Context: an optimization exercise on an open-source flow, tuned for small area and few clock cycles per item. The choices shown serve that exercise and are no tape-out recipe. In this exercise RTL edits were held to simulation tests only and were not proved equivalent to the original.

==> module mant_mult_foil_pipe, before the edit <==
module mant_mult_foil_pipe
#(
  parameter int EW = 8,
  parameter int MW = 23,
  parameter int K  = 9
) (
  input  logic               clk,
  input  logic               rst,
  input  logic               in_valid,
  output logic               in_ready,
  input  logic [EW+MW-1:0]   a_operand,
  input  logic [EW+MW-1:0]   b_operand,
  input  logic               approx_en,
  output logic               out_valid,
  input  logic               out_ready,
  output logic               normalised,
  output logic [MW-1:0]      product_mantissa,
  output logic               round_carry
);
  localparam int PW = 2 * MW + 2;
  logic [MW-1:0] ma, mb;
  logic          ha, hb;
  assign ma = a_operand[MW-1:0];
  assign mb = b_operand[MW-1:0];
  assign ha = |a_operand[EW+MW-1:MW];
  assign hb = |b_operand[EW+MW-1:MW];
  logic [PW-1:0] p, p_n, sum_n, car_n;
  logic          norm, lsb, guard, sticky;
  mm_prod u_prod (.approx(approx_en), .ma(ma), .mb(mb), .ha(ha), .hb(hb), .sum_n(sum_n), .car_n(car_n));
  mm_add #(.W(PW)) u_add (.a(sum_n), .b(car_n), .cin(1'b1), .s(p_n));
  always_comb begin
    p      = ~p_n;
    norm   = p[PW-1];
    lsb    = norm ? p[MW+1] : p[MW];
    guard  = norm ? p[MW]   : p[MW-1];
    sticky = norm ? |p[MW-1:0] : |p[MW-2:0];
  end
  logic          r_norm, r_up;
  logic [MW-1:0] r_mant;
  logic advance;
  assign advance  = !out_valid | out_ready;
  assign in_ready = advance;
  always_ff @(posedge clk or posedge rst) begin
    if (rst) out_valid <= 1'b0;
    else if (advance) out_valid <= in_valid;
  end
  always_ff @(posedge clk) begin
    if (advance) begin
      r_norm <= norm;
      r_mant <= norm ? p[PW-2:MW+1] : p[PW-3:MW];
      r_up   <= mant_mult_pkg::rne_up(lsb, guard, sticky);
    end
  end
  assign normalised = r_norm;
  logic [MW:0] inc_c;
  assign inc_c[0] = r_up;
  for (genvar i = 0; i < MW; i++) begin : g_inc
    mm_ha u_inc (.a(r_mant[i]), .b(inc_c[i]), .s(product_mantissa[i]), .co(inc_c[i+1]));
  end
  assign round_carry = inc_c[MW];
endmodule
==> module mm_add, before the edit <==
module mm_add #(
  parameter int W = 48
) (
  input  logic [W-1:0] a, b,
  input  logic         cin,
  output logic [W-1:0] s
);
  logic [W-1:0] g, p, gc, pc;
  for (genvar i = 0; i < W; i++) begin : g_gp
    mm_ha u_gp (.a(a[i]), .b(b[i]), .s(p[i]), .co(g[i]));
  end
  always_comb begin
    gc = g;
    pc = p;
    gc[0] = g[0] | (p[0] & cin);
    for (int d = 1; d < W; d = d * 2) begin
      for (int i = 2 * d - 1; i < W; i = i + 2 * d) begin
        gc[i] = gc[i] | (pc[i] & gc[i-d]);
        pc[i] = pc[i] & pc[i-d];
      end
    end
    for (int d = (1 << ($clog2(W) - 1)) / 2; d >= 1; d = d / 2) begin
      for (int i = 3 * d - 1; i < W; i = i + 2 * d) begin
        gc[i] = gc[i] | (pc[i] & gc[i-d]);
        pc[i] = pc[i] & pc[i-d];
      end
    end
    s[0] = p[0] ^ cin;
    for (int i = 1; i < W; i++) s[i] = p[i] ^ gc[i-1];
  end
endmodule
export LEC_CHECK = 0
export CAP_MARGIN = 20
export CORE_MARGIN = 2
export CORE_UTILIZATION = 40
export SLEW_MARGIN = 20
export SYNTH_HIERARCHICAL = 1
export SYNTH_MINIMUM_KEEP_SIZE = 0
create_clock -name core_clock -period 12.0 [get_ports {clk}]
standard.sh (not shown) runs the stock make flow with config.mk's settings and CLKGATE_MAP_FILE= SYNTH_SCRIPT=/design/flow/synth_recipe.tcl, a recipe that flattens the netlist after the stock synthesis.
==> flow/flow/run.sh <==
#!/bin/bash
# Standard layout, with the port buffers inserted as the smallest buffer
# (the resizer still upsizes or buffers them where timing or slew needs it).
export BUFFER_PORTS_ARGS="-buffer_cell sky130_fd_sc_hd__buf_1"
bash standard.sh > standard.log 2>&1
Testbench counts at the start, summed over its fixed seeds: cycles 16,008, items 16,000.
Edit:
--- a/flow/design.v
+++ b/flow/design.v
@@ -881,10 +881,5 @@
   end
   assign normalised = r_norm;
-  logic [MW:0] inc_c;
-  assign inc_c[0] = r_up;
-  for (genvar i = 0; i < MW; i++) begin : g_inc
-    mm_ha u_inc (.a(r_mant[i]), .b(inc_c[i]), .s(product_mantissa[i]), .co(inc_c[i+1]));
-  end
-  assign round_carry = inc_c[MW];
+  assign {round_carry, product_mantissa} = {1'b0, r_mant} + (MW+1)'(r_up);
 endmodule
 module mm_add #(
@@ -896,8 +891,7 @@
 );
   logic [W-1:0] g, p, gc, pc;
-  for (genvar i = 0; i < W; i++) begin : g_gp
-    mm_ha u_gp (.a(a[i]), .b(b[i]), .s(p[i]), .co(g[i]));
-  end
   always_comb begin
+    g  = a & b;
+    p  = a ^ b;
     gc = g;
     pc = p;
After rerunning: The changed run went through all stages and came out clean. Final area goes up slightly. Setup slack is worse by 0.12 ns. First-iteration DRC count fell by about a fifth. Area after synthesis increases slightly. Final cell count rises slightly. Wire length decreases slightly. Global-route usage goes down by 0.35 points. Register-to-register slack barely changes. Die area went up slightly. Sequential share of layout area hardly moves. Fmax drops slightly. Clock skew is about the same.
Testbench counts after the change, summed over its fixed seeds: cycles 16,008, items 16,000.

==> re-timing with driven ports <==
Ports are ideal in the flow. The routed layouts listed here were re-timed in OpenROAD. Step 1 assumes that a clkbuf_16 drives the clock port and a buf_2 every other input. Step 2 times the ports against the registers' clock, not the clock port: input delays grow and output delays shrink by t, the midpoint of the rising clock arrivals with the driver on. Three values: ideal ports, drivers, drivers and shift; two values: the first two.
run	t, ns	slack for setup (ns)	worst data-port slew with drivers (ns)
the first run	0.312	0.577 / 0.598 / 0.286	0.05
the second run	0.288	0.460 / 0.467 / 0.179	0.03
After both steps every run listed still meets setup and hold. The setup slack of the first run, which loses most, moves by +0.021 ns with the drivers and by -0.291 ns with both steps.
